What follows belongs to an exercise in optimizing a design on an open flow for small area, a short achievable clock period and few clock cycles per item; a production flow would make more cautious choices.
Where RTL was checked, it was by simulation tests only, not by an equivalence proof against the original.
Only the layout flow was run in runs 1 to 3 and 5; the RTL was not checked for function there.
Power and IR drop assume default switching activity.

`flow/run.sh`:
```
#!/bin/bash
# synth_recipe.tcl (not shown) runs the flow's synth.tcl, then flattens the netlist and writes it again
# the make line also repeats each setting of config.mk as NAME=value (left out here)
make -C /OpenROAD-flow-scripts/flow DESIGN_CONFIG=/design/flow/config.mk WORK_HOME=/design/flow/orfs CLKGATE_MAP_FILE= SYNTH_SCRIPT=/design/flow/synth_recipe.tcl finish
```
`flow/config.mk`:
```
export PLATFORM = sky130hd
export DESIGN_NAME = life_cell_automaton_stencil
export DESIGN_NICKNAME = life_cell_automaton_stencil
export VERILOG_FILES = /design/flow/design.v
export SDC_FILE = /design/flow/constraint.sdc
export NUM_CORES = 4
export LEC_CHECK = 0
export CAP_MARGIN = 20
export CORE_MARGIN = 2
export CORE_UTILIZATION = 40
export SLEW_MARGIN = 20
```
`flow/constraint.sdc`:
```
create_clock -name core_clock -period 6.5 [get_ports {i_clk}]
set_input_delay 1.3000 -clock core_clock [delete_from_list [all_inputs] [get_ports {i_clk}]]
set_output_delay 1.3000 -clock core_clock [all_outputs]
set_load 0.01 [all_outputs]
```
`flow/design.v`:
```
`timescale 1ns / 1ps
package lcas_pkg;
    localparam int unsigned CFG_W = 10;
    typedef enum logic [1:0] {
        CFG_COLS = 2'd0,
        CFG_ROWS = 2'd1
    } t_cfg_idx;
    localparam int unsigned QUEUE_DEPTH = 4;
    localparam int unsigned QPTR_W      = $clog2(QUEUE_DEPTH);
    localparam int unsigned QCNT_W      = $clog2(QUEUE_DEPTH + 1);
    localparam logic [3:0] BIRTH_COUNT   = 4'd3;
    localparam logic [3:0] SURVIVE_COUNT = 4'd2;
    localparam int unsigned SEGS = 9;
endpackage
`timescale 1ns / 1ps
module lcas_ram (
    input  logic                      i_clk,
    input  logic                      i_en,
    input  logic [lcas_pkg::SEGS-1:0] i_sel,
    input  logic                      i_short,
    input  logic                      i_data,
    output logic                      o_data
);
    logic [lcas_pkg::SEGS:0] seg_in;
    assign seg_in[0] = i_data;
    for (genvar k = 0; k < lcas_pkg::SEGS; k++) begin : g_seg
        localparam int unsigned LEN = (1 << k) + 1;
        logic [LEN-1:0] r_sh;
        always_ff @(posedge i_clk) begin
            if (i_en) begin
                r_sh[0] <= seg_in[k];
                for (int i = 1; i < LEN - 1; i++) begin
                    r_sh[i] <= r_sh[i-1];
                end
                r_sh[LEN-1] <= i_sel[k] ? r_sh[LEN-2] : seg_in[k];
            end
        end
        assign seg_in[k+1] = r_sh[LEN-1];
    end
    assign o_data = i_short ? seg_in[3] : seg_in[lcas_pkg::SEGS];
endmodule
`timescale 1ns / 1ps
module lcas_front (
    input  logic                      i_clk,
    input  logic                      i_rst_n,
    input  logic                      i_restart,
    input  logic [lcas_pkg::SEGS-1:0] i_sel,
    input  logic                      i_short,
    input  logic [9:0]                i_col_last,
    input  logic [9:0]                i_row_last,
    input  logic                      i_valid,
    input  logic                      i_alive,
    output logic                      o_push,
    output logic [1:0]                o_res
);
    logic [9:0] r_col;
    logic [9:0] r_row;
    logic [5:0] r_win;
    logic       mid;
    logic       top;
    logic [2:0] column;
    logic [8:0] cells;
    logic [3:0] count;
    logic       next_alive;
    logic       col_end;
    logic       row_end;
    lcas_ram u_lane_a (
        .i_clk  (i_clk),
        .i_en   (i_valid),
        .i_sel  (i_sel),
        .i_short(i_short),
        .i_data (i_alive),
        .o_data (mid)
    );
    lcas_ram u_lane_b (
        .i_clk  (i_clk),
        .i_en   (i_valid),
        .i_sel  (i_sel),
        .i_short(i_short),
        .i_data (mid),
        .o_data (top)
    );
    assign column = {i_alive, mid, top};
    assign cells  = {column, r_win};
    always_comb begin
        count = '0;
        for (int i = 0; i < 9; i++) begin
            if (i != 4) begin
                count = count + 4'(cells[i]);
            end
        end
    end
    assign next_alive = (count == lcas_pkg::BIRTH_COUNT) ||
                        (cells[4] && (count == lcas_pkg::SURVIVE_COUNT));
    assign col_end = (r_col == i_col_last);
    assign row_end = (r_row == i_row_last);
    always_ff @(posedge i_clk) begin
        if (!i_rst_n || i_restart) begin
            r_col <= '0;
            r_row <= '0;
            r_win <= '0;
        end else if (i_valid) begin
            r_win <= {column, r_win[5:3]};
            if (col_end) begin
                r_col <= '0;
                r_row <= row_end ? '0 : r_row + 10'd1;
            end else begin
                r_col <= r_col + 10'd1;
            end
        end
    end
    assign o_push = i_valid && (r_row >= 10'd2) && (r_col >= 10'd2);
    assign o_res  = {next_alive, row_end && col_end};
endmodule
`timescale 1ns / 1ps
module lcas_queue (
    input  logic                          i_clk,
    input  logic                          i_rst_n,
    input  logic                          i_push,
    input  logic [1:0]                    i_data,
    input  logic                          i_pop,
    output logic [1:0]                    o_data,
    output logic                          o_empty,
    output logic [lcas_pkg::QCNT_W-1:0]   o_count,
    output logic [lcas_pkg::QCNT_W-1:0]   o_next_count
);
    logic [1:0]                  r_slot [lcas_pkg::QUEUE_DEPTH];
    logic [lcas_pkg::QPTR_W-1:0] r_wr_ptr;
    logic [lcas_pkg::QPTR_W-1:0] r_rd_ptr;
    logic [lcas_pkg::QCNT_W-1:0] r_count;
    logic [lcas_pkg::QCNT_W-1:0] n_count;
    always_ff @(posedge i_clk) begin
        if (i_push) begin
            r_slot[r_wr_ptr] <= i_data;
        end
    end
    always_comb begin
        n_count = r_count;
        if (i_push && !i_pop) begin
            n_count = r_count + lcas_pkg::QCNT_W'(1);
        end else if (!i_push && i_pop) begin
            n_count = r_count - lcas_pkg::QCNT_W'(1);
        end
    end
    always_ff @(posedge i_clk) begin
        if (!i_rst_n) begin
            r_wr_ptr <= '0;
            r_rd_ptr <= '0;
            r_count  <= '0;
        end else begin
            if (i_push) begin
                r_wr_ptr <= (r_wr_ptr == lcas_pkg::QPTR_W'(lcas_pkg::QUEUE_DEPTH - 1)) ?
                            '0 : r_wr_ptr + lcas_pkg::QPTR_W'(1);
            end
            if (i_pop) begin
                r_rd_ptr <= (r_rd_ptr == lcas_pkg::QPTR_W'(lcas_pkg::QUEUE_DEPTH - 1)) ?
                            '0 : r_rd_ptr + lcas_pkg::QPTR_W'(1);
            end
            r_count <= n_count;
        end
    end
    assign o_data       = r_slot[r_rd_ptr];
    assign o_empty      = (r_count == '0);
    assign o_count      = r_count;
    assign o_next_count = n_count;
endmodule
`timescale 1ns / 1ps
module lcas_back (
    input  logic       i_clk,
    input  logic       i_rst_n,
    input  logic       i_empty,
    input  logic [1:0] i_res,
    output logic       o_pop,
    output logic       o_res_valid,
    input  logic       i_res_stall,
    output logic       o_next_alive,
    output logic       o_tile_last
);
    logic r_valid;
    logic r_next_alive;
    logic r_tile_last;
    logic load;
    assign load  = !r_valid || !i_res_stall;
    assign o_pop = load && !i_empty;
    always_ff @(posedge i_clk) begin
        if (!i_rst_n) begin
            r_valid <= 1'b0;
        end else if (load) begin
            r_valid <= !i_empty;
        end
    end
    always_ff @(posedge i_clk) begin
        if (o_pop) begin
            r_next_alive <= i_res[1];
            r_tile_last  <= i_res[0];
        end
    end
    assign o_res_valid  = r_valid;
    assign o_next_alive = r_next_alive;
    assign o_tile_last  = r_tile_last;
endmodule
`timescale 1ns / 1ps
module life_cell_automaton_stencil #(
    parameter int unsigned COLS_LIMIT = 512,
    parameter int unsigned MAX_ROWS   = 512
) (
    input  logic                       i_clk,
    input  logic                       i_rst_n,
    input  logic                       i_cfg_we,
    input  logic [1:0]                 i_cfg_index,
    input  logic [lcas_pkg::CFG_W-1:0] i_cfg_data,
    input  logic                       i_cell_valid,
    output logic                       o_cell_stall,
    input  logic                       i_cell_alive,
    output logic                       o_res_valid,
    input  logic                       i_res_stall,
    output logic                       o_next_alive,
    output logic                       o_tile_last
);
    logic [lcas_pkg::CFG_W-1:0] r_cols;
    logic [lcas_pkg::CFG_W-1:0] r_rows;
    logic [9:0]                 cols_eff;
    logic [9:0]                 rows_eff;
    logic [lcas_pkg::SEGS-1:0]  r_sel;
    logic                       r_short;
    logic [9:0]                 r_col_last;
    logic [9:0]                 r_row_last;
    logic                       restart;
    logic                       accept;
    logic                       r_valid;
    logic                       r_alive;
    logic                       r_stall;
    logic                       push;
    logic                       pop;
    logic [1:0]                 push_res;
    logic [1:0]                 head_res;
    logic                       q_empty;
    logic [lcas_pkg::QCNT_W-1:0] q_count;
    logic [lcas_pkg::QCNT_W-1:0] q_next_count;
    always_ff @(posedge i_clk) begin
        if (!i_rst_n) begin
            r_cols <= lcas_pkg::CFG_W'(320);
            r_rows <= lcas_pkg::CFG_W'(320);
        end else if (i_cfg_we) begin
            unique case (i_cfg_index)
                lcas_pkg::CFG_COLS: r_cols <= i_cfg_data;
                lcas_pkg::CFG_ROWS: r_rows <= i_cfg_data;
                default: ;
            endcase
        end
    end
    assign restart = i_cfg_we &&
        ((i_cfg_index == lcas_pkg::CFG_COLS) || (i_cfg_index == lcas_pkg::CFG_ROWS));
    assign cols_eff = (r_cols == '0) ? 10'd1 :
                      (r_cols > 10'(COLS_LIMIT)) ? 10'(COLS_LIMIT) : r_cols;
    assign rows_eff = (r_rows == '0) ? 10'd1 :
                      (r_rows > 10'(MAX_ROWS)) ? 10'(MAX_ROWS) : r_rows;
    always_ff @(posedge i_clk) begin
        r_short    <= (cols_eff <= 10'd8);
        r_sel      <= (cols_eff <= 10'd8) ? lcas_pkg::SEGS'(cols_eff - 10'd1)
                                          : lcas_pkg::SEGS'(cols_eff - 10'd7);
        r_col_last <= cols_eff + 10'd1;
        r_row_last <= rows_eff + 10'd1;
    end
    assign accept       = i_cell_valid && !r_stall;
    assign o_cell_stall = r_stall;
    always_ff @(posedge i_clk) begin
        if (!i_rst_n) begin
            r_valid <= 1'b0;
            r_stall <= 1'b0;
        end else begin
            r_valid <= accept;
            r_stall <= (32'(q_next_count) + 32'(accept)) >= 32'(lcas_pkg::QUEUE_DEPTH);
        end
        r_alive <= i_cell_alive;
    end
    lcas_front u_front (
        .i_clk     (i_clk),
        .i_rst_n   (i_rst_n),
        .i_restart (restart),
        .i_sel     (r_sel),
        .i_short   (r_short),
        .i_col_last(r_col_last),
        .i_row_last(r_row_last),
        .i_valid   (r_valid),
        .i_alive   (r_alive),
        .o_push    (push),
        .o_res     (push_res)
    );
    lcas_queue u_queue (
        .i_clk       (i_clk),
        .i_rst_n     (i_rst_n),
        .i_push      (push),
        .i_data      (push_res),
        .i_pop       (pop),
        .o_data      (head_res),
        .o_empty     (q_empty),
        .o_count     (q_count),
        .o_next_count(q_next_count)
    );
    lcas_back u_back (
        .i_clk       (i_clk),
        .i_rst_n     (i_rst_n),
        .i_empty     (q_empty),
        .i_res       (head_res),
        .o_pop       (pop),
        .o_res_valid (o_res_valid),
        .i_res_stall (i_res_stall),
        .o_next_alive(o_next_alive),
        .o_tile_last (o_tile_last)
    );
endmodule
```
==> results.txt, run 1 <==
outcome timing/DRC/antenna clean; Post-synth EDFFs around 1100; prevailing post-synth register cell edfxtp_1; hold path start u_front.u_lane_b.g_seg[6].r_sh[58]; final WL about 46 mm; DPL Wire Length about 21 mm; max incr delay on CP 500 ps; clock slew at the register clock pins of the worst setup and hold paths 60 ps; Internal between 10 and 15 mW; flops & latches, synth 1136; switch share about a fifth; routed length on met2 18.5 mm; dpl ws between 3000 and 4000 ps; CP dominant cell by count fa_1; Tcrit/Tclk final between 50% and 60%; TritonRoute pass-1 iters 5; Reg power frac 57.6%; FF-to-FF End u_queue.r_slot[1][1]; Tmin final between 3000 and 4000 ps; Cell variety after synth between 50 and 60; vias in the first global route roughly 13000; Synth Instances 1547; Antenna diodes 0; share of power burned in the clock network between 30% and 40%; die area just over 90000 µm²; Post-CTS Hold Buffers 0; Initial Util roughly 40%; initial antenna violation count 0; combinational share of power between 3 and 4%; Clk Latency, worst-skew pair between 600 and 700 ps; Die X about 300 µm; Seq/Total Area, Yosys between 90 and 100%; hold path endpoint u_front.u_lane_b.g_seg[6].r_sh[59]; DR iter-0 viols approximately 1300; share of post-route cells with drive strength above 1 a little over a tenth; post-layout net count between 1500 and 2000; std cell rows 110; element type at the critical path end flop; DRC viols 0; Avg Vias per Cell approximately 4.6; Min-Delay Path Depth 0; Worst Hold Class reg2reg; fillcell total 7249; post_cts resized 0; Synth area leaders edfxtp_1 (88%), dfxtp_1 (4.8%), mux2i_1 (0.72%), xor2_1 (0.70%), ha_1 (0.69%); YS warnings 5; CP Class reg2reg; drt wl/cell 15.7 µm; Worst setup SP type flop; pwr dens between 300 and 400 nW/µm²; I/O pin count 22; deepest clock path buffer count 3; Worst EP arrival approximately 4000 ps; count leader, synth edfxtp_1; max-cap violation count 0; Final Hold Fails 0; top cell type's share of synthesized area roughly 88%; Post-Syn Area between 30000 and 40000 µm²; flop-to-flop setup slack between 3000 and 4000 ps; Multi-input gate area 2570 µm²; Slew HR ~29%; RSZ-0062 raised after global routing no; TritonCTS clock tree built; pin count of the biggest net entering global routing ~190; master of the slowest instance on the critical path fa_1; Layout area overhead 14.4%; Sinks on Clock Net between 1000 and 1500; worst vdd rail ir drop around 210 µV; clock skew between 20 and 30 ps; Antenna Violating Nets Remaining 0; net switching power around 3.2 mW; GPL Wtd Cong 0.781; CTS root buf clkbuf_16; post-CTS setup buffer count 0; Pleak between 10 and 15 nW; achievable clock frequency 0.286 GHz; Async SR Flop Fraction 0%; mean post-synth cell area between 20 and 25 µm²; worst-path cell chain mux2i_1 > fa_1 > fa_1 > inv_1 > fa_1 > inv_1 > fa_1 > a2111oi_0 > a21oi_1 > nor3_1; htree depth 3; Slew Limit Fails 0; total power roughly 16 mW; R2R cell count 10; Core Footprint 89600 µm²; cell taking the most area after synthesis edfxtp_1; Worst Setup SP u_front.u_lane_a.g_seg[2].r_sh[4]; WP data required 6900 ps; routed wl met3 a little over 2 mm; first-pass GRT wire length between 70 and 80 mm; post-synthesis net count around 1600; Global Route Usage Sum 9.72%; vias after detailed routing between 10000 and 15000; gr ovfl total 0; measured slew at the worst slew-check pin roughly 1100 ps; final setup violation count 0; Num CTS Buffers 105; top routing layer in use met4; final worst slack 3010 ps; Critical R2R Launch u_front.u_lane_a.g_seg[2].r_sh[4]; Post-Route M1 WL about 24 mm; Buffers on Ports 21; chip height between 300 and 400 µm; storage element area approximately 33000 µm²; CP Max Fanout 4; Synth top cells by count edfxtp_1 (1050), dfxtp_1 (86), nor2_1 (54)
layer usage:
layer | GRT usage, % | vias up
met5 | 0 | -
met4 | 3.67 | 0
met3 | 2.70 | 101
met2 | 12.6 | 250
met1 | 15.4 | 6907
li1 | - | 6261
critical path, delay by kind of cell, from the launching register on:
family | cells | cell delay, ps
AOI/OAI and AO/OA | 2 | 460
adders and majority gates | 4 | 1560
buffers and inverters | 2 | 150
DFF | 1 | 420
muxes | 1 | 290
and+or+nand+nor | 1 | 380
sequential cells by signal, summed over array words and instances (netlist names), 3 cells and up:
| register | flops |
|---|---|
| u_front.u_lane_a.g_seg.r_sh | 520 |
| u_front.u_lane_b.g_seg.r_sh | 520 |
| r_col_last | 10 |
| r_cols | 10 |
| r_row_last | 10 |
| r_rows | 10 |
| u_front.r_col | 10 |
| u_front.r_row | 10 |
| r_sel | 8 |
| u_queue.r_slot | 8 |
| u_front.r_win | 6 |
| u_queue.r_count | 3 |
layout make-up:
class,count,area share [%]
clock buffer,121,6.59
clock inverter,75,1.83
inverter,36,0.328
multi-input combinational,357,6.23
sequential,1136,80.6
tap,1176,3.57
timing repair buffer,30,0.804
cell families (layout without fill, tap and decap cells):
kind of cell	Yosys count	count (layout)	share of synthesized area, %
compound gates	64	64	1.14
xor+xnor	45	45	1.09
fa+ha+maj	25	25	0.972
buf+inv	54	262	0.608
flops	1136	1136	92.3
mux	46	46	1.41
simple gates	177	177	2.50
metrics by stage:
stage          instances  utilization, %  TNS [ps]  hold slack (ps)  area, µm²
2_1_floorplan       1547               -  -1533380              400      36000
3_3_place_gp        2735            42.1         0              402      37800
3_5_place_dp        2735            42.1         0              405      37800
4_1_cts             2931            46.0         0              402      41200
5_1_grt             2931            46.0         0              415      41200
6_report            2931            46.0         0              405      41200
power by group through the flow:
stage | clock (mW) | sequential [mW] | combinational [mW]
3_5_place_dp | 0 | 9.12 | 0.546
6_report | 6.08 | 8.99 | 0.532
5_1_grt | 6.58 | 9.04 | 0.602
4_1_cts | 6.31 | 8.99 | 0.543
3_3_place_gp | 0 | 9.12 | 0.514
2_1_floorplan | 0 | 9.42 | 0.168
how the worst max path moves through the flow:
stage,endpoint,slack [ps],cells past startpoint
2_1_floorplan,r_stall,-2980,6
3_3_place_gp,u_queue.r_slot[3][1],3060,10
3_5_place_dp,u_queue.r_slot[2][1],3020,10
4_1_cts,u_queue.r_slot[1][1],2990,10
5_1_grt,u_queue.r_slot[1][1],2780,10
6_report,u_queue.r_slot[1][1],3010,10
cells in the final DEF, fill, tap and decap left out, types with 5 or more instances in the layout:
| cell | n |
|---|---|
| a211oi_1 | 6 |
| a21oi_1 | 20 |
| and3_1 | 7 |
| bufinv_16 | 13 |
| clkbuf_1 | 13 |
| clkbuf_16 | 105 |
| clkdlybuf4s50_1 | 21 |
| clkinv_1 | 30 |
| clkinv_2 | 23 |
| dfxtp_1 | 85 |
| edfxtp_1 | 1050 |
| fa_1 | 5 |
| ha_1 | 20 |
| inv_1 | 36 |
| mux2_2 | 18 |
| mux2i_1 | 26 |
| nand2_1 | 33 |
| nand2b_1 | 6 |
| nand3_1 | 18 |
| nand4_1 | 6 |
| nor2_1 | 54 |
| nor2b_1 | 5 |
| nor3_1 | 11 |
| nor4_1 | 12 |
| o211ai_1 | 8 |
| o21ai_0 | 20 |
| or3_1 | 8 |
| xnor2_1 | 16 |
| xor2_1 | 29 |
==> run 2, diff against run 1 <==
--- a/flow/design.v
+++ b/flow/design.v
@@ -6,5 +6,5 @@
         CFG_ROWS = 2'd1
     } t_cfg_idx;
-    localparam int unsigned QUEUE_DEPTH = 4;
+    localparam int unsigned QUEUE_DEPTH = 6;
     localparam int unsigned QPTR_W      = $clog2(QUEUE_DEPTH);
     localparam int unsigned QCNT_W      = $clog2(QUEUE_DEPTH + 1);
@@ -51,4 +51,5 @@
     input  logic                      i_valid,
     input  logic                      i_alive,
+    output logic                      o_inflight,
     output logic                      o_push,
     output logic [1:0]                o_res
@@ -61,6 +62,13 @@
     logic [2:0] column;
     logic [8:0] cells;
-    logic [3:0] count;
-    logic       next_alive;
+    logic       push;
+    logic       last;
+    logic [8:0] r_cells;
+    logic       r_push;
+    logic       r_last;
+    logic [3:0] cnt_a;
+    logic [3:0] cnt_b;
+    logic       eq2;
+    logic       eq3;
     logic       col_end;
     logic       row_end;
@@ -83,14 +91,4 @@
     assign column = {i_alive, mid, top};
     assign cells  = {column, r_win};
-    always_comb begin
-        count = '0;
-        for (int i = 0; i < 9; i++) begin
-            if (i != 4) begin
-                count = count + 4'(cells[i]);
-            end
-        end
-    end
-    assign next_alive = (count == lcas_pkg::BIRTH_COUNT) ||
-                        (cells[4] && (count == lcas_pkg::SURVIVE_COUNT));
     assign col_end = (r_col == i_col_last);
     assign row_end = (r_row == i_row_last);
@@ -110,6 +108,33 @@
         end
     end
-    assign o_push = i_valid && (r_row >= 10'd2) && (r_col >= 10'd2);
-    assign o_res  = {next_alive, row_end && col_end};
+    assign o_inflight = push;
+    assign push = i_valid && (r_row >= 10'd2) && (r_col >= 10'd2);
+    assign last = row_end && col_end;
+    always_ff @(posedge i_clk) begin
+        if (!i_rst_n) begin
+            r_push <= 1'b0;
+        end else begin
+            r_push <= push;
+        end
+        r_cells <= cells;
+        r_last  <= last;
+    end
+    function automatic logic [3:0] count4(input logic [3:0] x);
+        logic [2:0] p;
+        logic [2:0] q;
+        p = {x[0] & x[1], x[0] ^ x[1], ~(x[0] | x[1])};
+        q = {x[2] & x[3], x[2] ^ x[3], ~(x[2] | x[3])};
+        count4[0] = p[0] & q[0];
+        count4[1] = (p[0] & q[1]) | (p[1] & q[0]);
+        count4[2] = (p[0] & q[2]) | (p[1] & q[1]) | (p[2] & q[0]);
+        count4[3] = (p[1] & q[2]) | (p[2] & q[1]);
+    endfunction
+    assign cnt_a = count4(r_cells[3:0]);
+    assign cnt_b = count4({r_cells[8:5]});
+    assign eq3   = (cnt_a[0] & cnt_b[3]) | (cnt_a[1] & cnt_b[2]) |
+                   (cnt_a[2] & cnt_b[1]) | (cnt_a[3] & cnt_b[0]);
+    assign eq2   = (cnt_a[0] & cnt_b[2]) | (cnt_a[1] & cnt_b[1]) | (cnt_a[2] & cnt_b[0]);
+    assign o_push = r_push;
+    assign o_res  = {eq3 | (r_cells[4] & eq2), r_last};
 endmodule
 `timescale 1ns / 1ps
@@ -232,4 +257,5 @@
     logic                       r_stall;
     logic                       push;
+    logic                       inflight;
     logic                       pop;
     logic [1:0]                 push_res;
@@ -271,5 +297,5 @@
         end else begin
             r_valid <= accept;
-            r_stall <= (32'(q_next_count) + 32'(accept)) >= 32'(lcas_pkg::QUEUE_DEPTH);
+            r_stall <= (32'(q_next_count) + 32'(inflight) + 32'(accept)) >= 32'(lcas_pkg::QUEUE_DEPTH);
         end
         r_alive <= i_cell_alive;
@@ -285,4 +311,5 @@
         .i_valid   (r_valid),
         .i_alive   (r_alive),
+        .o_inflight(inflight),
         .o_push    (push),
         .o_res     (push_res)
--- a/flow/config.mk
+++ b/flow/config.mk
@@ -6,6 +6,8 @@
 export NUM_CORES = 4
 export LEC_CHECK = 0
+export ABC_CLOCK_PERIOD_IN_PS = 2500
 export CAP_MARGIN = 20
 export CORE_MARGIN = 2
 export CORE_UTILIZATION = 40
+export SETUP_SLACK_MARGIN = 3.8
 export SLEW_MARGIN = 20
==> run 2 against run 1 <==
Still clean. Clock power barely moved. Synthesized area increased by 1.5%. Sequential share of layout area shrank 0.82 points. Total power down 0.70%. Final area rose by 2.3%. Largest cell class unchanged.
==> results.txt, run 2 <==
outcome timing/DRC/antenna clean; hold path start u_front.r_win[0]; TNS Setup 0 ps (unchanged); pwr dens 367 nW/µm² (-2.9%); mean post-synth cell area 23.1 µm² (-0.97%); std cell rows 110 (unchanged); DR iter-0 viols 1099 (-15%); Sinks on Clock Net 1153 (+1.5%); Synth area leaders edfxtp_1 (87%), dfxtp_1 (5.4%), xor2_1 (0.84%), mux2i_1 (0.77%), ha_1 (0.72%); Avg Vias per Cell 4.68 (+1.5%); WHS 359 ps (-46.4 ps); Cell variety after synth 58 (+14%); post-layout net count 1768 (+3.5%); Final Hold Fails 0 (unchanged); clock skew 28.3 ps (+2.81 ps); Synth Instances 1585 (+2.5%); clock slew at the register clock pins of the worst setup and hold paths 60 ps (about the same); CP Class reg2reg; YS warnings 5 (unchanged); Tcrit/Tclk final 44.7% (-9.0 points); DPL Wire Length 21.4 mm (+0.95%); highest-count cells in the layout ignoring fill and taps edfxtp_1 (1054), clkbuf_16 (112), dfxtp_1 (90); vias in the first global route 14000 (+6.0%); pin count of the biggest net entering global routing 204 (+5.7%); Seq/Total Area, Yosys 92.0% (-0.29 points); Final Cell Area 42200 µm² (+2.3%); Pleak 13.9 nW (+3.0%); Async SR Flop Fraction 0% (unchanged); first-pass GRT wire length 74.7 mm (+2.7%); commonest non-fill, non-tap cell in the layout edfxtp_1; Die X 306 µm (+0.72%); final setup violation count 0 (unchanged); Core Footprint 90300 µm² (+0.77%); Global Route Usage Sum 9.78% (+0.059 points); Worst setup SP type flop; total power 15.5 mW (-0.70%); drt wl/cell 15.7 µm (+0.41%); Post-Syn Area 36600 µm² (+1.5%); max-cap violation count 0 (unchanged); TritonRoute pass-1 iters 5 (unchanged); Slew HR 29.7% (+1.1 points); RSZ-0062 raised after global routing yes; final cell count without fillers 2991 (+2.0%); Post-synth EDFFs 1054 (+0.38%); TritonCTS clock tree built; I/O pin count 22 (unchanged); GPL Wtd Cong 0.809 (+3.6%); achievable clock frequency 0.344 GHz (+20%); count leader, synth edfxtp_1; Placed Cells 2771 (+1.3%); largest registers u_front.u_lane_a.g_seg.r_sh: 520 flops, u_front.u_lane_b.g_seg.r_sh: 520 flops, u_queue.r_slot: 12 flops; Post-CTS Hold Buffers 0 (unchanged); Worst Hold Class reg2reg; vias after detailed routing 14000 (+3.5%); Layout area overhead 15.3%; Initial Util 40.5% (+0.28 points); CP Max Fanout 5 (+1); die area 93800 µm² (+1.4%); Buffers on Ports 21 (unchanged); gr ovfl total 0 (unchanged); WP data required 7040 ps (+140 ps); deepest clock path buffer count 3 (unchanged); element type at the critical path end flop; Synth top cells by count edfxtp_1 (1054), dfxtp_1 (99), nor2_1 (69); flops & latches, synth 1153 (+1.5%); post-synthesis net count 1626 (+2.3%); final WL 47.0 mm (+2.5%); Worst EP arrival 3450 ps (-440 ps); Clk Latency, worst-skew pair 650 ps (about the same); measured slew at the worst slew-check pin 1050 ps (-16.4 ps); CTS root buf clkbuf_16; flop-to-flop setup slack 3590 ps (+580 ps); Antenna Violating Nets Remaining 0 (unchanged); Slew Limit Fails 0 (unchanged); initial antenna violation count 0 (unchanged); Num CTS Buffers 109 (+3.8%); worst vdd rail ir drop 200 µV (-6.3%); share of post-route cells with drive strength above 1 13.5% (+2.5 points); cell taking the most area after synthesis edfxtp_1; Critical R2R Launch r_cols[2]; top cell type's share of synthesized area 86.6% (-0.93 points); htree depth 3 (unchanged); Antenna diodes 0 (unchanged); Worst Setup SP r_cols[2]; fillcell total 7352 (+1.4%); Tmin final 2910 ps (-583 ps); chip height 306 µm (+0.72%); DP Area 38400 µm² (+1.6%); DRC viols 0 (unchanged); prevailing post-synth register cell edfxtp_1
==> run 2: changes by cell type in the layout (fill, tap and decap cells not counted), moves of 7 or more <==
cell       previous run  this run
inv_1                36        23
nor2_1               54        68
buf_4                 4        22
clkinv_2             23        15
clkbuf_1             13        22
clkbuf_16           105       112
o21ai_0              20         3
==> run 2: cell type report <==
cell class / instances / area [µm²] / share of cell area [%]
Multi-Input combinational cell: 387 / 2940 / 6.98
Inverter: 24 / 90.1 / 0.214
Clock inverter: 65 / 593 / 1.41
Clock buffer: 134 / 2890 / 6.84
Tap cell: 1176 / 1470 / 3.49
Timing Repair Buffer: 52 / 524 / 1.24
Sequential cell: 1153 / 33700 / 79.8
==> run 2: through the flow <==
step	util, %	setup slack, ps
final	46.7	3590
after global routing	46.7	3460
after CTS	46.5	3600
after detailed placement	42.5	2940
after global placement	42.5	3000
after floorplan	-	-2640
==> run 2: timing repair <==
action,4_1_cts,5_1_grt
resized for setup,25,15
pin swaps,9,10
buffers inserted,10,9
setup endpoints to repair,11,126
==> run 2: logic make-up (layout without fill, tap and decap cells) <==
family	count (synthesis)	after routing	share of synthesized area, %
muxes	51	51	1.54
buffers and inverters	45	275	0.506
xor gates and xnor gates	51	51	1.22
and+or+nand+nor	204	204	2.86
adders and majority gates	23	23	0.828
DFF	1153	1153	92.0
AOI/OAI and AO/OA	58	58	1.06
==> run 2: routing by layer <==
metal | GRT usage (%) | up-vias | share of wire [%]
met4 | 3.89 | 0 | 2.5
met3 | 2.38 | 98 | 4.1
met5 | 0 | - | 0
met1 | 14.9 | 7208 | 52
met2 | 13.5 | 225 | 42
li1 | - | 6467 | -
==> run 2: final timing paths <==
| kind | cells after the start | endpoint |
|---|---|---|
| setup / recovery | 12 | r_sel[4] |
| hold reg to reg | 0 | u_front.r_cells[0] |
| setup reg to reg | 12 | r_sel[4] |
| hold / removal | 0 | u_front.r_cells[0] |
==> run 2: power breakdown <==
group | internal [mW] | switching [mW] | leakage [nW]
combinational | 0.173 | 0.358 | 1.51
sequential | 8.69 | 0.172 | 10.7
clock | 3.54 | 2.56 | 1.68
total | 12.4 | 3.09 | 13.9
==> run 2: critical path, cell delays in order, from the launching register on <==
cell and delay [ps]:
dfxtp_4 360, or4_4 550, nor3_4 210, o21ai_2 90
ha_2 180, inv_2 50, o21ai_2 40, and3_4 210
fa_2 350, a221o_1 380, buf_4 150, buf_6 110
xnor2_1 110
==> run 3, diff against run 2 <==
--- a/flow/config.mk
+++ b/flow/config.mk
@@ -6,8 +6,6 @@
 export NUM_CORES = 4
 export LEC_CHECK = 0
-export ABC_CLOCK_PERIOD_IN_PS = 2500
 export CAP_MARGIN = 20
 export CORE_MARGIN = 2
 export CORE_UTILIZATION = 40
-export SETUP_SLACK_MARGIN = 3.8
 export SLEW_MARGIN = 20
==> run 3 against run 2 <==
Count of clock-buffer cells in the layout decreased by 6. Sequential share of layout area increased by 0.20 points. Final area shrank 0.31%. Critical endpoint is now r_sel[3]. Total power rose by 2.1%. Synthesized area unchanged. Routed wire length fell by 1.8%. Die area did not move. First-iteration DRC count up 9.6%. Still clean. Sequential cell count did not move. Hold slack got worse by 8.0 ps.
==> results.txt, run 3 <==
outcome timing/DRC/antenna clean; Clk Latency, worst-skew pair 660 ps (about the same); std cell rows 110 (unchanged); Post-CTS Hold Buffers 0 (unchanged); max-cap violation count 0 (unchanged); count leader, synth edfxtp_1; worst vdd rail ir drop 212 µV (+6.3%); DR iter-0 viols 1205 (+9.6%); clock slew at the register clock pins of the worst setup and hold paths 60 ps (about the same); DP Area 38300 µm² (-0.20%); largest registers u_front.u_lane_a.g_seg.r_sh: 520 flops, u_front.u_lane_b.g_seg.r_sh: 520 flops, u_queue.r_slot: 12 flops; R2R cell count 13 (+1); Final Hold Fails 0 (unchanged); share of post-route cells with drive strength above 1 11.8% (-1.7 points); flops & latches, synth 1153 (unchanged); Slew Limit Fails 0 (unchanged); Global Route Usage Sum 9.73% (-0.043 points); Synth top cells by count edfxtp_1 (1054), dfxtp_1 (99), nor2_1 (69); element type at the critical path end flop; total power 15.8 mW (+2.1%); Tmin final 3880 ps (+975 ps); Buffers on Ports 21 (unchanged); Pleak 13.8 nW (-0.25%); YS warnings 5 (unchanged); top cell type's share of synthesized area 86.6% (unchanged); htree depth 3 (unchanged); gr ovfl total 0 (unchanged); pin count of the biggest net entering global routing 214 (+4.9%); post-layout net count 1744 (-1.4%); CTS root buf clkbuf_16; CP Class reg2reg; mean post-synth cell area 23.1 µm² (unchanged); Antenna diodes 0 (unchanged); prevailing post-synth register cell edfxtp_1; storage element area 33600 µm² (about the same); Antenna Violating Nets Remaining 0 (unchanged); Worst setup SP type flop; Core Footprint 90300 µm² (unchanged); GPL Wtd Cong 0.814 (+0.56%); Layout area overhead 15.0%; achievable clock frequency 0.258 GHz (-25%); Min-Delay Path Depth 0 (unchanged); vias in the first global route 13500 (-3.2%); Sinks on Clock Net 1153 (unchanged); initial antenna violation count 0 (unchanged); final WL 46.2 mm (-1.8%); WP data required 7080 ps (+40 ps); Post-Syn Area 36600 µm² (unchanged); DRC viols 0 (unchanged); CP Max Fanout 9 (+4); Async SR Flop Fraction 0% (unchanged); Synth Instances 1585 (unchanged); Synth area leaders edfxtp_1 (87%), dfxtp_1 (5.4%), xor2_1 (0.84%), mux2i_1 (0.77%), ha_1 (0.72%); Worst EP arrival 4460 ps (+1010 ps); Multi-input gate area 2780 µm² (-5.6%); post-CTS setup buffer count 0 (-10); drt wl/cell 15.5 µm (-1.1%); cell taking the most area after synthesis edfxtp_1; fillcell total 7336 (-0.22%); Cell variety after synth 58 (unchanged); Seq/Total Area, Yosys 92.0% (unchanged); Placed Cells 2769 (-0.072%); Worst Hold Class reg2reg; final setup violation count 0 (unchanged); measured slew at the worst slew-check pin 1120 ps (+61.6 ps); first-pass GRT wire length 73.7 mm (-1.3%); Avg Vias per Cell 4.67 (-0.29%); highest-count cells in the layout ignoring fill and taps edfxtp_1 (1054), clkbuf_16 (109), dfxtp_1 (98); chip height 306 µm (unchanged); Final Cell Area 42000 µm² (-0.31%); DPL Wire Length 21.5 mm (+0.50%); Post-synth EDFFs 1054 (unchanged); deepest clock path buffer count 3 (unchanged); Slew HR 25.6% (-4.1 points); post-synthesis net count 1626 (unchanged); die area 93800 µm² (unchanged); final cell count without fillers 2970 (-0.70%); I/O pin count 22 (unchanged); post_cts resized 0 (-100%); TritonRoute pass-1 iters 5 (unchanged); Die X 306 µm (unchanged); vias after detailed routing 13900 (-0.99%); commonest non-fill, non-tap cell in the layout edfxtp_1; Tcrit/Tclk final 59.7% (+15 points); Initial Util 40.5% (unchanged); Num CTS Buffers 108 (-0.92%); TritonCTS clock tree built; clock skew 24.0 ps (-4.36 ps); RSZ-0062 raised after global routing no; pwr dens 376 nW/µm² (+2.4%)
-- run 3: critical path, cell delays in order, from the launching register on --
cell	delay, ps
dfxtp_1	400
or4_1	620
nor3_1	370
o21ai_0	220
ha_1	240
inv_1	40
o21ai_0	60
and3_1	260
ha_1	310
and3b_1	180
o21ai_0	220
nor2b_1	350
mux2_2	370
o21ai_0	170
-- run 3: final timing paths --
kind	end	slack, ps	from
worst min register to register	u_front.r_cells[2]	350	u_front.r_win[2]
worst max-delay path	r_sel[3]	2620	r_cols[5]
worst max register to register	r_sel[3]	2620	r_cols[5]
worst min-delay path	u_front.r_cells[2]	350	u_front.r_win[2]
-- run 3: routing by layer --
| metal | vias up | wire length [µm] | global-route usage (%) |
|---|---|---|---|
| li1 | 6431 | - | - |
| met1 | 7069 | 23700 | 15.1 |
| met2 | 273 | 19100 | 13.0 |
| met3 | 87 | 2170 | 2.24 |
| met4 | 0 | 1210 | 4.29 |
| met5 | - | 0 | 0 |
-- run 3: final cells by class --
type                    count  share of cell area, %
flip-flops and latches   1153                   80.0
clock buffers             128                   6.75
multi-input cells         387                   6.61
well taps                1176                   3.50
clock inverters            73                   2.16
repair buffers             29                  0.750
inverters                  24                  0.214
-- run 3: power by group --
group / leakage (nW) / internal [mW] / switching (mW) / total [mW]
Combinational: 1.35 / 0.155 / 0.334 / 0.488
Sequential: 10.7 / 8.69 / 0.176 / 8.87
Clock: 1.82 / 3.85 / 2.61 / 6.46
-- run 3: through the flow --
stage,setup TNS [ps],hold slack [ps],setup slack (ps),utilization (%)
final,0,351,2620,46.6
after global routing,0,362,2380,46.6
after CTS,0,350,2660,46.5
after floorplan,-1494620,330,-2640,-
after global placement,0,345,2920,42.4
after detailed placement,0,340,2680,42.4
-- run 3: logic make-up (layout without fill, tap and decap cells) --
group / count (synthesis) / count (layout) / share of synthesized area, %
multiplexers: 51 / 51 / 1.54
flip-flops: 1153 / 1153 / 92.0
AO/OA/AOI/OAI: 58 / 58 / 1.06
AND/OR/NAND/NOR: 204 / 204 / 2.86
adder cells (fa/ha/maj): 23 / 23 / 0.828
buffers and inverters: 45 / 254 / 0.506
XOR/XNOR: 51 / 51 / 1.22
==> run 4, diff against run 3 <==
--- a/flow/design.v
+++ b/flow/design.v
@@ -12,4 +12,7 @@
     localparam logic [3:0] SURVIVE_COUNT = 4'd2;
     localparam int unsigned SEGS = 9;
+    function automatic int unsigned seg_len(input int unsigned k);
+        seg_len = (k == SEGS - 1) ? 251 : (1 << k) + 1;
+    endfunction
 endpackage
 `timescale 1ns / 1ps
@@ -25,5 +28,5 @@
     assign seg_in[0] = i_data;
     for (genvar k = 0; k < lcas_pkg::SEGS; k++) begin : g_seg
-        localparam int unsigned LEN = (1 << k) + 1;
+        localparam int unsigned LEN = lcas_pkg::seg_len(k);
         logic [LEN-1:0] r_sh;
         always_ff @(posedge i_clk) begin
@@ -57,11 +60,9 @@
     logic [9:0] r_col;
     logic [9:0] r_row;
-    logic [5:0] r_win;
     logic       mid;
     logic       top;
-    logic [2:0] column;
-    logic [8:0] cells;
+    logic       col_end;
+    logic       row_end;
     logic       push;
-    logic       last;
     logic [8:0] r_cells;
     logic       r_push;
@@ -71,6 +72,4 @@
     logic       eq2;
     logic       eq3;
-    logic       col_end;
-    logic       row_end;
     lcas_ram u_lane_a (
         .i_clk  (i_clk),
@@ -89,6 +88,4 @@
         .o_data (top)
     );
-    assign column = {i_alive, mid, top};
-    assign cells  = {column, r_win};
     assign col_end = (r_col == i_col_last);
     assign row_end = (r_row == i_row_last);
@@ -97,7 +94,5 @@
             r_col <= '0;
             r_row <= '0;
-            r_win <= '0;
         end else if (i_valid) begin
-            r_win <= {column, r_win[5:3]};
             if (col_end) begin
                 r_col <= '0;
@@ -108,7 +103,6 @@
         end
     end
+    assign push       = i_valid && (r_row >= 10'd2) && (r_col >= 10'd2);
     assign o_inflight = push;
-    assign push = i_valid && (r_row >= 10'd2) && (r_col >= 10'd2);
-    assign last = row_end && col_end;
     always_ff @(posedge i_clk) begin
         if (!i_rst_n) begin
@@ -117,6 +111,8 @@
             r_push <= push;
         end
-        r_cells <= cells;
-        r_last  <= last;
+        if (i_valid) begin
+            r_cells <= {i_alive, mid, top, r_cells[8:3]};
+            r_last  <= row_end && col_end;
+        end
     end
     function automatic logic [3:0] count4(input logic [3:0] x);
@@ -131,5 +127,5 @@
     endfunction
     assign cnt_a = count4(r_cells[3:0]);
-    assign cnt_b = count4({r_cells[8:5]});
+    assign cnt_b = count4(r_cells[8:5]);
     assign eq3   = (cnt_a[0] & cnt_b[3]) | (cnt_a[1] & cnt_b[2]) |
                    (cnt_a[2] & cnt_b[1]) | (cnt_a[3] & cnt_b[0]);
@@ -243,33 +239,36 @@
     output logic                       o_tile_last
 );
-    logic [lcas_pkg::CFG_W-1:0] r_cols;
-    logic [lcas_pkg::CFG_W-1:0] r_rows;
-    logic [9:0]                 cols_eff;
-    logic [9:0]                 rows_eff;
-    logic [lcas_pkg::SEGS-1:0]  r_sel;
-    logic                       r_short;
-    logic [9:0]                 r_col_last;
-    logic [9:0]                 r_row_last;
-    logic                       restart;
-    logic                       accept;
-    logic                       r_valid;
-    logic                       r_alive;
-    logic                       r_stall;
-    logic                       push;
-    logic                       inflight;
-    logic                       pop;
-    logic [1:0]                 push_res;
-    logic [1:0]                 head_res;
-    logic                       q_empty;
+    logic [9:0]                  cfg_last;
+    logic [9:0]                  r_col_last;
+    logic [9:0]                  r_row_last;
+    logic                        short_len;
+    logic                        long_len;
+    logic [7:0]                  last_m2;
+    logic [7:0]                  last_m8;
+    logic [lcas_pkg::SEGS-1:0]   r_sel;
+    logic                        r_short;
+    logic                        restart;
+    logic                        accept;
+    logic                        r_valid;
+    logic                        r_alive;
+    logic                        r_stall;
+    logic                        inflight;
+    logic                        push;
+    logic                        pop;
+    logic [1:0]                  push_res;
+    logic [1:0]                  head_res;
+    logic                        q_empty;
     logic [lcas_pkg::QCNT_W-1:0] q_count;
     logic [lcas_pkg::QCNT_W-1:0] q_next_count;
+    assign cfg_last = (i_cfg_data == '0) ? 10'd2 :
+                      (i_cfg_data > 10'(COLS_LIMIT)) ? 10'(COLS_LIMIT + 1) : i_cfg_data + 10'd1;
     always_ff @(posedge i_clk) begin
         if (!i_rst_n) begin
-            r_cols <= lcas_pkg::CFG_W'(320);
-            r_rows <= lcas_pkg::CFG_W'(320);
+            r_col_last <= 10'd321;
+            r_row_last <= 10'd321;
         end else if (i_cfg_we) begin
             unique case (i_cfg_index)
-                lcas_pkg::CFG_COLS: r_cols <= i_cfg_data;
-                lcas_pkg::CFG_ROWS: r_rows <= i_cfg_data;
+                lcas_pkg::CFG_COLS: r_col_last <= cfg_last;
+                lcas_pkg::CFG_ROWS: r_row_last <= cfg_last;
                 default: ;
             endcase
@@ -278,14 +277,11 @@
     assign restart = i_cfg_we &&
         ((i_cfg_index == lcas_pkg::CFG_COLS) || (i_cfg_index == lcas_pkg::CFG_ROWS));
-    assign cols_eff = (r_cols == '0) ? 10'd1 :
-                      (r_cols > 10'(COLS_LIMIT)) ? 10'(COLS_LIMIT) : r_cols;
-    assign rows_eff = (r_rows == '0) ? 10'd1 :
-                      (r_rows > 10'(MAX_ROWS)) ? 10'(MAX_ROWS) : r_rows;
+    assign short_len = (r_col_last <= 10'd9);
+    assign long_len  = (r_col_last >= 10'd264);
+    assign last_m2   = r_col_last[7:0] - 8'd2;
+    assign last_m8   = r_col_last[7:0] - 8'd8;
     always_ff @(posedge i_clk) begin
-        r_short    <= (cols_eff <= 10'd8);
-        r_sel      <= (cols_eff <= 10'd8) ? lcas_pkg::SEGS'(cols_eff - 10'd1)
-                                          : lcas_pkg::SEGS'(cols_eff - 10'd7);
-        r_col_last <= cols_eff + 10'd1;
-        r_row_last <= rows_eff + 10'd1;
+        r_short <= short_len;
+        r_sel   <= {long_len, (short_len || long_len) ? last_m2 : last_m8};
     end
     assign accept       = i_cell_valid && !r_stall;
@@ -297,5 +293,6 @@
         end else begin
             r_valid <= accept;
-            r_stall <= (32'(q_next_count) + 32'(inflight) + 32'(accept)) >= 32'(lcas_pkg::QUEUE_DEPTH);
+            r_stall <= (32'(q_next_count) + 32'(inflight) + 32'(accept)) >=
+                       32'(lcas_pkg::QUEUE_DEPTH);
         end
         r_alive <= i_cell_alive;
--- a/flow/config.mk
+++ b/flow/config.mk
@@ -6,6 +6,8 @@
 export NUM_CORES = 4
 export LEC_CHECK = 0
+export ABC_CLOCK_PERIOD_IN_PS = 2500
 export CAP_MARGIN = 20
 export CORE_MARGIN = 2
 export CORE_UTILIZATION = 40
+export SETUP_SLACK_MARGIN = 4.0
 export SLEW_MARGIN = 20
==> run 4 against run 3 <==
Hold slack improved by 42 ps. Critical path type is now in2reg. Sequential cell count fell by 39. Routed wire length fell by 2.4%. Largest power group unchanged. Non-clock buffer count rose by 9. Critical endpoint is now r_stall. Global-route usage rose by 0.056 points. Final area fell by 3.2%. Sequential share of layout area rose by 0.63 points. Core utilization fell by 0.36 points. Sequential power fell by 2.9%. Die area fell by 3.1%.
==> results.txt, run 4 <==
outcome timing/DRC/antenna clean; dpl ws 2940 ps (+261 ps); total power 15.0 mW (-5.1%); mean post-synth cell area 23.5 µm² (+1.9%); count leader, synth edfxtp_1; measured slew at the worst slew-check pin 1020 ps (-101 ps); Pleak 13.1 nW (-4.9%); YS warnings 5 (unchanged); Initial Util 40.2% (-0.30 points); achievable clock frequency 0.387 GHz (+50%); RSZ-0062 raised after global routing yes; Cell variety after synth 53 (-8.6%); deepest clock path buffer count 3 (unchanged); commonest non-fill, non-tap cell in the layout edfxtp_1; worst vdd rail ir drop 252 µV (+19%); WP buf/inv 1 (unchanged); prevailing post-synth register cell edfxtp_1; final setup violation count 0 (unchanged); Die X 302 µm (-1.6%); DR iter-0 viols 1198 (-0.58%); Synth area leaders edfxtp_1 (89%), dfxtp_1 (3.6%), ha_1 (0.71%), xnor2_1 (0.64%), mux2_2 (0.60%); TritonCTS clock tree built; element type at the critical path end flop; Tmin final 2580 ps (-1300 ps); pin count of the biggest net entering global routing 190 (-11%); CP delay by family, top adder cells; Worst Hold Class reg2reg; CP Max Fanout 3 (-6); drt wl/cell 15.7 µm (+0.73%); htree depth 3 (unchanged); Layout area overhead 14.9% (about the same); DPL Wire Length 20.3 mm (-6.0%); DRC viols 0 (unchanged); clock slew at the register clock pins of the worst setup and hold paths 60 ps (about the same); I/O pin count 22 (unchanged); DP Area 37200 µm² (-2.9%); Avg Vias per Cell 4.66 (about the same); CP Class in2reg; vias in the first global route 13300 (-1.7%); final worst slack 3920 ps (+1300 ps); cell taking the most area after synthesis edfxtp_1; final core occ 46.2% (-0.36 points); first-pass GRT wire length 72.0 mm (-2.4%); Synth top cells by count edfxtp_1 (1050), dfxtp_1 (64), nand2_1 (48); Synth Instances 1506 (-5.0%); Antenna Violating Nets Remaining 0 (unchanged); Sinks on Clock Net 1114 (-3.4%); worst-path cell chain clkdlybuf4s50_1 > a21oi_4 > xnor2_1 > fa_2 > ha_4 > nand2b_1 > a211oi_2 > o21a_1; Final Hold Fails 0 (unchanged); share of post-route cells with drive strength above 1 12.7% (+0.96 points); max incr delay on CP 560 ps (-60 ps); Worst EP arrival 3180 ps (-1280 ps); Worst setup SP type input pin; Async SR Flop Fraction 0% (unchanged); Post-Syn Area 35400 µm² (-3.1%); TritonRoute pass-1 iters 5 (unchanged); max-cap violation count 0 (unchanged); clock skew 23.9 ps (-0.0501 ps); Antenna diodes 0 (unchanged); post-layout net count 1669 (-4.3%); Global Route Usage Sum 9.79% (+0.056 points); top cell type's share of synthesized area 89.0% (+2.5 points); gr ovfl total 0 (unchanged); Slew HR 32.3% (+6.7 points); Buffers on Ports 21 (unchanged); highest-count cells in the layout ignoring fill and taps edfxtp_1 (1050), clkbuf_16 (108), dfxtp_1 (58); die area 90900 µm² (-3.1%); Core Footprint 88100 µm² (-2.4%); master of the slowest instance on the critical path clkdlybuf4s50_1; GPL Wtd Cong 0.773 (-5.0%); Seq/Total Area, Yosys 92.7% (+0.67 points); Slew Limit Fails 0 (unchanged); initial antenna violation count 0 (unchanged); chip height 302 µm (-1.6%); final WL 45.1 mm (-2.4%); WP data required 7090 ps (about the same); WHS 393 ps (+41.9 ps); largest registers u_front.u_lane_a.g_seg.r_sh: 514 flops, u_front.u_lane_b.g_seg.r_sh: 514 flops, u_queue.r_slot: 12 flops; Final Cell Area 40700 µm² (-3.2%); Tcrit/Tclk final 39.7% (-20 points); pwr dens 369 nW/µm² (-2.0%); vias after detailed routing 13400 (-3.2%); post-synthesis net count 1545 (-5.0%); Num CTS Buffers 103 (-4.6%); Post-synth EDFFs 1050 (-0.38%); std cell rows 109 (-0.91%); CTS root buf clkbuf_16; Clk Latency, worst-skew pair 650 ps (about the same); flops & latches, synth 1114 (-3.4%)
run 4: cell types whose count changed after synthesis, sizes merged, moves of 7 or more:
cell   previous run  this run
mux2i            28         3
dfxtp            99        64
nor2             69        36
a21oi            16        28
nand2            38        48
nand3            16        23
xor2             35        22
xnor2            16        26
run 4: per-layer routing:
metal / vias up / part of all wire, % / global-route usage (%)
met5: - / 0 / 0
met4: 0 / 3.2 / 4.16
met3: 127 / 4.5 / 2.66
met2: 258 / 40 / 13.0
met1: 6849 / 52 / 15.1
li1: 6184 / - / -
run 4: logic make-up after synthesis:
family	after synthesis	synth area share (%)
compound gates	76	1.43
xor+xnor	48	1.19
fa+ha+maj	21	0.763
buf+inv	43	0.537
flops	1114	92.7
mux	24	0.816
simple gates	180	2.61
run 4: per-stage QoR:
| step | std cells | TNS, ps |
|---|---|---|
| finish | 2878 | 0 |
| global route | 2878 | 0 |
| CTS | 2877 | 0 |
| detailed placement | 2682 | 0 |
| global placement | 2682 | 0 |
| floorplan | 1506 | -1414400 |
run 4: timing repair:
action	in CTS	in global routing
hold endpoints to repair	0	0
setup buffers	4	1
resized for setup	43	5
pin swaps	4	2
hold buffers	0	0
gates cloned	3	0
endpoints found under the setup margin	524	338
run 4: final timing paths:
| kind | from | endpoint | slack [ps] | cells after the start |
|---|---|---|---|---|
| worst min-delay path | r_col_last[0] | r_sel[0] | 390 | 0 |
| worst min register to register | r_col_last[0] | r_sel[0] | 390 | 0 |
| worst max-delay path | i_res_stall | r_stall | 3920 | 8 |
| worst max register to register | u_front.r_row[0] | r_stall | 3970 | 10 |
run 4: cell type report:
cell class | instances | area [µm²]
Clock buffer | 130 | 2790
Clock inverter | 58 | 529
Fill cell | 7241 | 47400
Inverter | 23 | 90.1
Multi-Input combinational cell | 349 | 2560
Sequential cell | 1114 | 32800
Tap cell | 1165 | 1460
Timing Repair Buffer | 38 | 450
Timing Repair inverter | 1 | 5.00
run 4: report_power, final:
group	total, mW	switching (mW)	internal (mW)	leakage, nW
combinational	0.542	0.364	0.178	1.19
clock	5.85	2.46	3.39	1.61
sequential	8.61	0.173	8.44	10.3
Testbench counts of run 4, summed over its fixed seeds: cycles 105,437, items 93,099.
==> run 5, diff against run 4 <==
--- a/flow/design.v
+++ b/flow/design.v
@@ -143,6 +143,5 @@
     output logic [1:0]                    o_data,
     output logic                          o_empty,
-    output logic [lcas_pkg::QCNT_W-1:0]   o_count,
-    output logic [lcas_pkg::QCNT_W-1:0]   o_next_count
+    output logic [lcas_pkg::QCNT_W-1:0]   o_count
 );
     logic [1:0]                  r_slot [lcas_pkg::QUEUE_DEPTH];
@@ -184,5 +183,4 @@
     assign o_empty      = (r_count == '0);
     assign o_count      = r_count;
-    assign o_next_count = n_count;
 endmodule
 `timescale 1ns / 1ps
@@ -260,5 +258,8 @@
     logic                        q_empty;
     logic [lcas_pkg::QCNT_W-1:0] q_count;
-    logic [lcas_pkg::QCNT_W-1:0] q_next_count;
+    logic [31:0]                 q_base;
+    logic                        stall_eq;
+    logic                        stall_up;
+    logic                        stall_dn;
     assign cfg_last = (i_cfg_data == '0) ? 10'd2 :
                       (i_cfg_data > 10'(COLS_LIMIT)) ? 10'(COLS_LIMIT + 1) : i_cfg_data + 10'd1;
@@ -287,4 +288,8 @@
     assign accept       = i_cell_valid && !r_stall;
     assign o_cell_stall = r_stall;
+    assign q_base   = 32'(q_count) + 32'(push) + 32'(inflight);
+    assign stall_eq = q_base >= 32'(lcas_pkg::QUEUE_DEPTH);
+    assign stall_up = q_base >= 32'(lcas_pkg::QUEUE_DEPTH - 1);
+    assign stall_dn = q_base >= 32'(lcas_pkg::QUEUE_DEPTH + 1);
     always_ff @(posedge i_clk) begin
         if (!i_rst_n) begin
@@ -293,6 +298,9 @@
         end else begin
             r_valid <= accept;
-            r_stall <= (32'(q_next_count) + 32'(inflight) + 32'(accept)) >=
-                       32'(lcas_pkg::QUEUE_DEPTH);
+            if (pop) begin
+                r_stall <= accept ? stall_eq : stall_dn;
+            end else begin
+                r_stall <= accept ? stall_up : stall_eq;
+            end
         end
         r_alive <= i_cell_alive;
@@ -320,6 +328,5 @@
         .o_data      (head_res),
         .o_empty     (q_empty),
-        .o_count     (q_count),
-        .o_next_count(q_next_count)
+        .o_count     (q_count)
     );
     lcas_back u_back (
--- a/flow/config.mk
+++ b/flow/config.mk
@@ -6,8 +6,10 @@
 export NUM_CORES = 4
 export LEC_CHECK = 0
-export ABC_CLOCK_PERIOD_IN_PS = 2500
+export ABC_CLOCK_PERIOD_IN_PS = 2400
 export CAP_MARGIN = 20
 export CORE_MARGIN = 2
-export CORE_UTILIZATION = 40
-export SETUP_SLACK_MARGIN = 4.0
+export CORE_UTILIZATION = 60
+export CTS_CLUSTER_DIAMETER = 70
+export CTS_CLUSTER_SIZE = 30
+export SETUP_SLACK_MARGIN = 4.1
 export SLEW_MARGIN = 20
==> run 5 against run 4 <==
Non-clock buffer count up 4. Sequential cell count unchanged. Final area down 5.4%. Critical path type is now reg2reg. Critical endpoint unchanged. Largest power group unchanged.
==> results.txt, run 5 <==
largest registers u_front.u_lane_a.g_seg.r_sh: 514 flops, u_front.u_lane_b.g_seg.r_sh: 514 flops, u_queue.r_slot: 12 flops; DRC viols 0 (unchanged); outcome timing/DRC/antenna clean; share of power burned in the clock network 28.7% (-10 points); element type at the critical path end flop; net switching power 2.63 mW (-12%); RSZ-0062 raised after global routing yes; Core Footprint 57900 µm² (-34%); Internal 10.2 mW (-15%); clock skew 17.4 ps (-6.52 ps); gr ovfl total 0 (unchanged); flops & latches, synth 1114 (unchanged); worst vdd rail ir drop 259 µV (+2.4%); final setup violation count 0 (unchanged); Layout area overhead 9.06%; GPL Wtd Cong 0.788 (+1.9%); Antenna diodes 0 (unchanged); total power 12.9 mW (-14%); combinational share of power 4.2% (+0.6 points); std cell rows 88 (-19%); Critical R2R Launch u_front.r_col[1]; final core occ 66.5% (+20 points); WHS 413 ps (+19.8 ps); Slew HR 29.2% (-3.1 points); I/O pin count 22 (unchanged); Avg Vias per Cell 5.39 (+16%); final WL 42.9 mm (-4.9%); Post-synth EDFFs 1050 (unchanged); worst setup path endpoint r_stall; pin count of the biggest net entering global routing 213 (+12%); TNS Setup 0 ps (unchanged); Initial Util 61.0% (+21 points); DR iter-0 viols 1117 (-6.8%); Worst setup SP type flop; first-pass GRT wire length 67.0 mm (-6.8%); Stages on worst setup path 10 (+2); Tcrit/Tclk final 40.0% (+0.22 points); Num CTS Buffers 48 (-53%); Buffers on Ports 21 (unchanged); Worst Setup SP u_front.r_col[1]; commonest non-fill, non-tap cell in the layout edfxtp_1; Tmin final 2600 ps (+14.1 ps); Placed Cells 2256 (-16%); prevailing post-synth register cell edfxtp_1; post-synthesis net count 1516 (-1.9%); Sinks on Clock Net 1114 (unchanged); deepest clock path buffer count 3 (unchanged); flop-to-flop setup slack 3900 ps (-70 ps); dpl ws 3010 ps (+74.5 ps); WP data required 7020 ps (-70 ps); vias after detailed routing 12700 (-5.5%); Final Cell Area 38500 µm² (-5.4%); Clk Latency, worst-skew pair 610 ps (-40 ps); max incr delay on CP 430 ps (-130 ps); post-layout net count 1593 (-4.6%); Global Route Usage Sum 14.2% (+4.4 points); Post-Syn Area 35300 µm² (-0.26%); Reg power frac 67.1% (+9.7 points); count leader, synth edfxtp_1; switch share 20.5% (+0.49 points); final cell count without fillers 2354 (-18%); DP Area 36600 µm² (-1.4%); Final Hold Fails 0 (unchanged); Die X 247 µm (-18%); share of post-route cells with drive strength above 1 11.0% (-1.7 points); TritonRoute pass-1 iters 5 (unchanged); chip height 247 µm (-18%); Seq/Total Area, Yosys 92.9% (+0.24 points); Synth Instances 1478 (-1.9%); DPL Wire Length 20.5 mm (+1.1%); CP delay by family, top compound AO/OA/AOI/OAI gates; achievable clock frequency 0.385 GHz (-0.54%); Antenna Violating Nets Remaining 0 (unchanged); CTS root buf clkbuf_16; clock slew at the register clock pins of the worst setup and hold paths 110 ps (+50 ps); die area 60800 µm² (-33%); final worst slack 3900 ps (-14.1 ps); initial antenna violation count 1 (+1); FF-to-FF End r_stall; htree depth 2 (-1); Worst Hold Class reg2reg; highest-count cells in the layout ignoring fill and taps edfxtp_1 (1050), dfxtp_1 (57), clkbuf_16 (50); CP Max Fanout 4 (+1); max-cap violation count 0 (unchanged); TritonCTS clock tree built; YS warnings 5 (unchanged); Synth area leaders edfxtp_1 (89%), dfxtp_1 (3.6%), xnor2_1 (0.92%), ha_1 (0.64%), mux2_2 (0.61%); cell taking the most area after synthesis edfxtp_1; Pleak 12.3 nW (-6.2%); WP buf/inv 1 (unchanged); top cell type's share of synthesized area 89.3% (+0.23 points); R2R cell count 10 (unchanged); Cell variety after synth 57 (+7.5%); pwr dens 334 nW/µm² (-9.4%); drt wl/cell 18.2 µm (+16%); Worst EP arrival 3110 ps (-70 ps); mean post-synth cell area 23.9 µm² (+1.6%); CP Class reg2reg; vias in the first global route 12000 (-9.5%); Slew Limit Fails 0 (unchanged); master of the slowest instance on the critical path or4_4; worst-path cell chain ha_2 > or4_4 > o41ai_4 > fa_2 > inv_2 > ha_4 > a211oi_4 > a211oi_2 > nand2b_1 > a311oi_2; measured slew at the worst slew-check pin 1060 ps (+46.8 ps); Async SR Flop Fraction 0% (unchanged); Synth top cells by count edfxtp_1 (1050), dfxtp_1 (64), nor2_1 (44)
[run 5: cell families after synthesis]
group | after synthesis | share of synthesized area [%]
buffers and inverters | 44 | 0.507
AOI/OAI and AO/OA | 66 | 1.29
DFF | 1114 | 92.9
adders and majority gates | 20 | 0.751
xor gates and xnor gates | 56 | 1.39
muxes | 26 | 0.875
and+or+nand+nor | 152 | 2.29
[run 5: power by group through the flow]
stage | Clock [mW] | Sequential [mW] | Combinational [mW]
after floorplan | 0 | 9.04 | 0.197
after global placement | 0 | 8.81 | 0.486
after detailed placement | 0 | 8.80 | 0.503
after CTS | 3.85 | 8.65 | 0.534
after global routing | 4.09 | 8.69 | 0.606
final | 3.69 | 8.64 | 0.540
[run 5: layout make-up]
type	count	area [µm²]
timing repair buffer	42	460
fill	3724	19400
inverter	28	134
multi-input combinational	320	2530
clock buffer	61	1300
tap	765	957
clock inverter	23	300
timing repair inverter	1	5.00
sequential	1114	32800
[run 5: routing by layer]
metal	vias up	wire length, µm	track usage, %
li1	5929	-	-
met1	6544	22700	24.1
met2	146	17900	19.1
met3	61	1360	2.33
met4	0	836	4.04
met5	-	0	0
[run 5: worst min path at each step]
stage | start | cells past startpoint | end | slack (ps)
after floorplan | r_col_last[0] | 0 | r_sel[0] | 360
after global placement | u_front.u_lane_b.g_seg[8].r_sh[129] | 0 | u_front.u_lane_b.g_seg[8].r_sh[130] | 400
after detailed placement | u_front.u_lane_a.g_seg[2].r_sh[1] | 0 | u_front.u_lane_a.g_seg[2].r_sh[2] | 400
after CTS | u_front.u_lane_a.g_seg[8].r_sh[244] | 0 | u_front.u_lane_a.g_seg[8].r_sh[245] | 420
after global routing | u_front.u_lane_b.g_seg[5].r_sh[8] | 0 | u_front.u_lane_b.g_seg[5].r_sh[9] | 420
final | u_front.u_lane_a.g_seg[6].r_sh[22] | 0 | u_front.u_lane_a.g_seg[6].r_sh[23] | 410
[run 5: timing repair]
| item | CTS | global route |
|---|---|---|
| setup buffers | 11 | 1 |
| gates cloned | 2 | 0 |
| gates resized for setup | 45 | 24 |
| hold buffers | 0 | 0 |
| pin swaps | 5 | 2 |
| setup endpoints to repair | 642 | 226 |

[what the ideal ports hide]
How much do the figures lean on ideal ports? The routed layouts below were timed once more, with nothing changed but the port constraints. Step 1, drivers: a clkbuf_16 drives i_clk and a buf_2 each remaining input, both assumed. Step 2 times the ports against the registers' clock, not the clock port: input delays grow and output delays shrink by t, the midpoint of the rising clock arrivals with the driver on. Slacks: ideal / step 1 / step 2; pairs: ideal / step 1.
run	t, ns	setup WS [ns]	worst setup path at the end	worst slew at a driven data input, ns
run 1	0.704	3.010 / 3.010 / 3.010	register to register	0.03
run 2	0.704	3.592 / 3.592 / 3.257	input to register	0.03
run 3	0.710	2.617 / 2.617 / 2.617	register to register	0.04
run 4	0.695	3.917 / 3.879 / 3.253	input to register	0.03
run 5	0.667	3.902 / 3.888 / 3.512	input to register	0.05
After both steps every run listed still meets setup and hold. For run 4, which loses most, drivers alone change the setup slack by -0.038 ns; drivers and shift together by -0.664 ns.
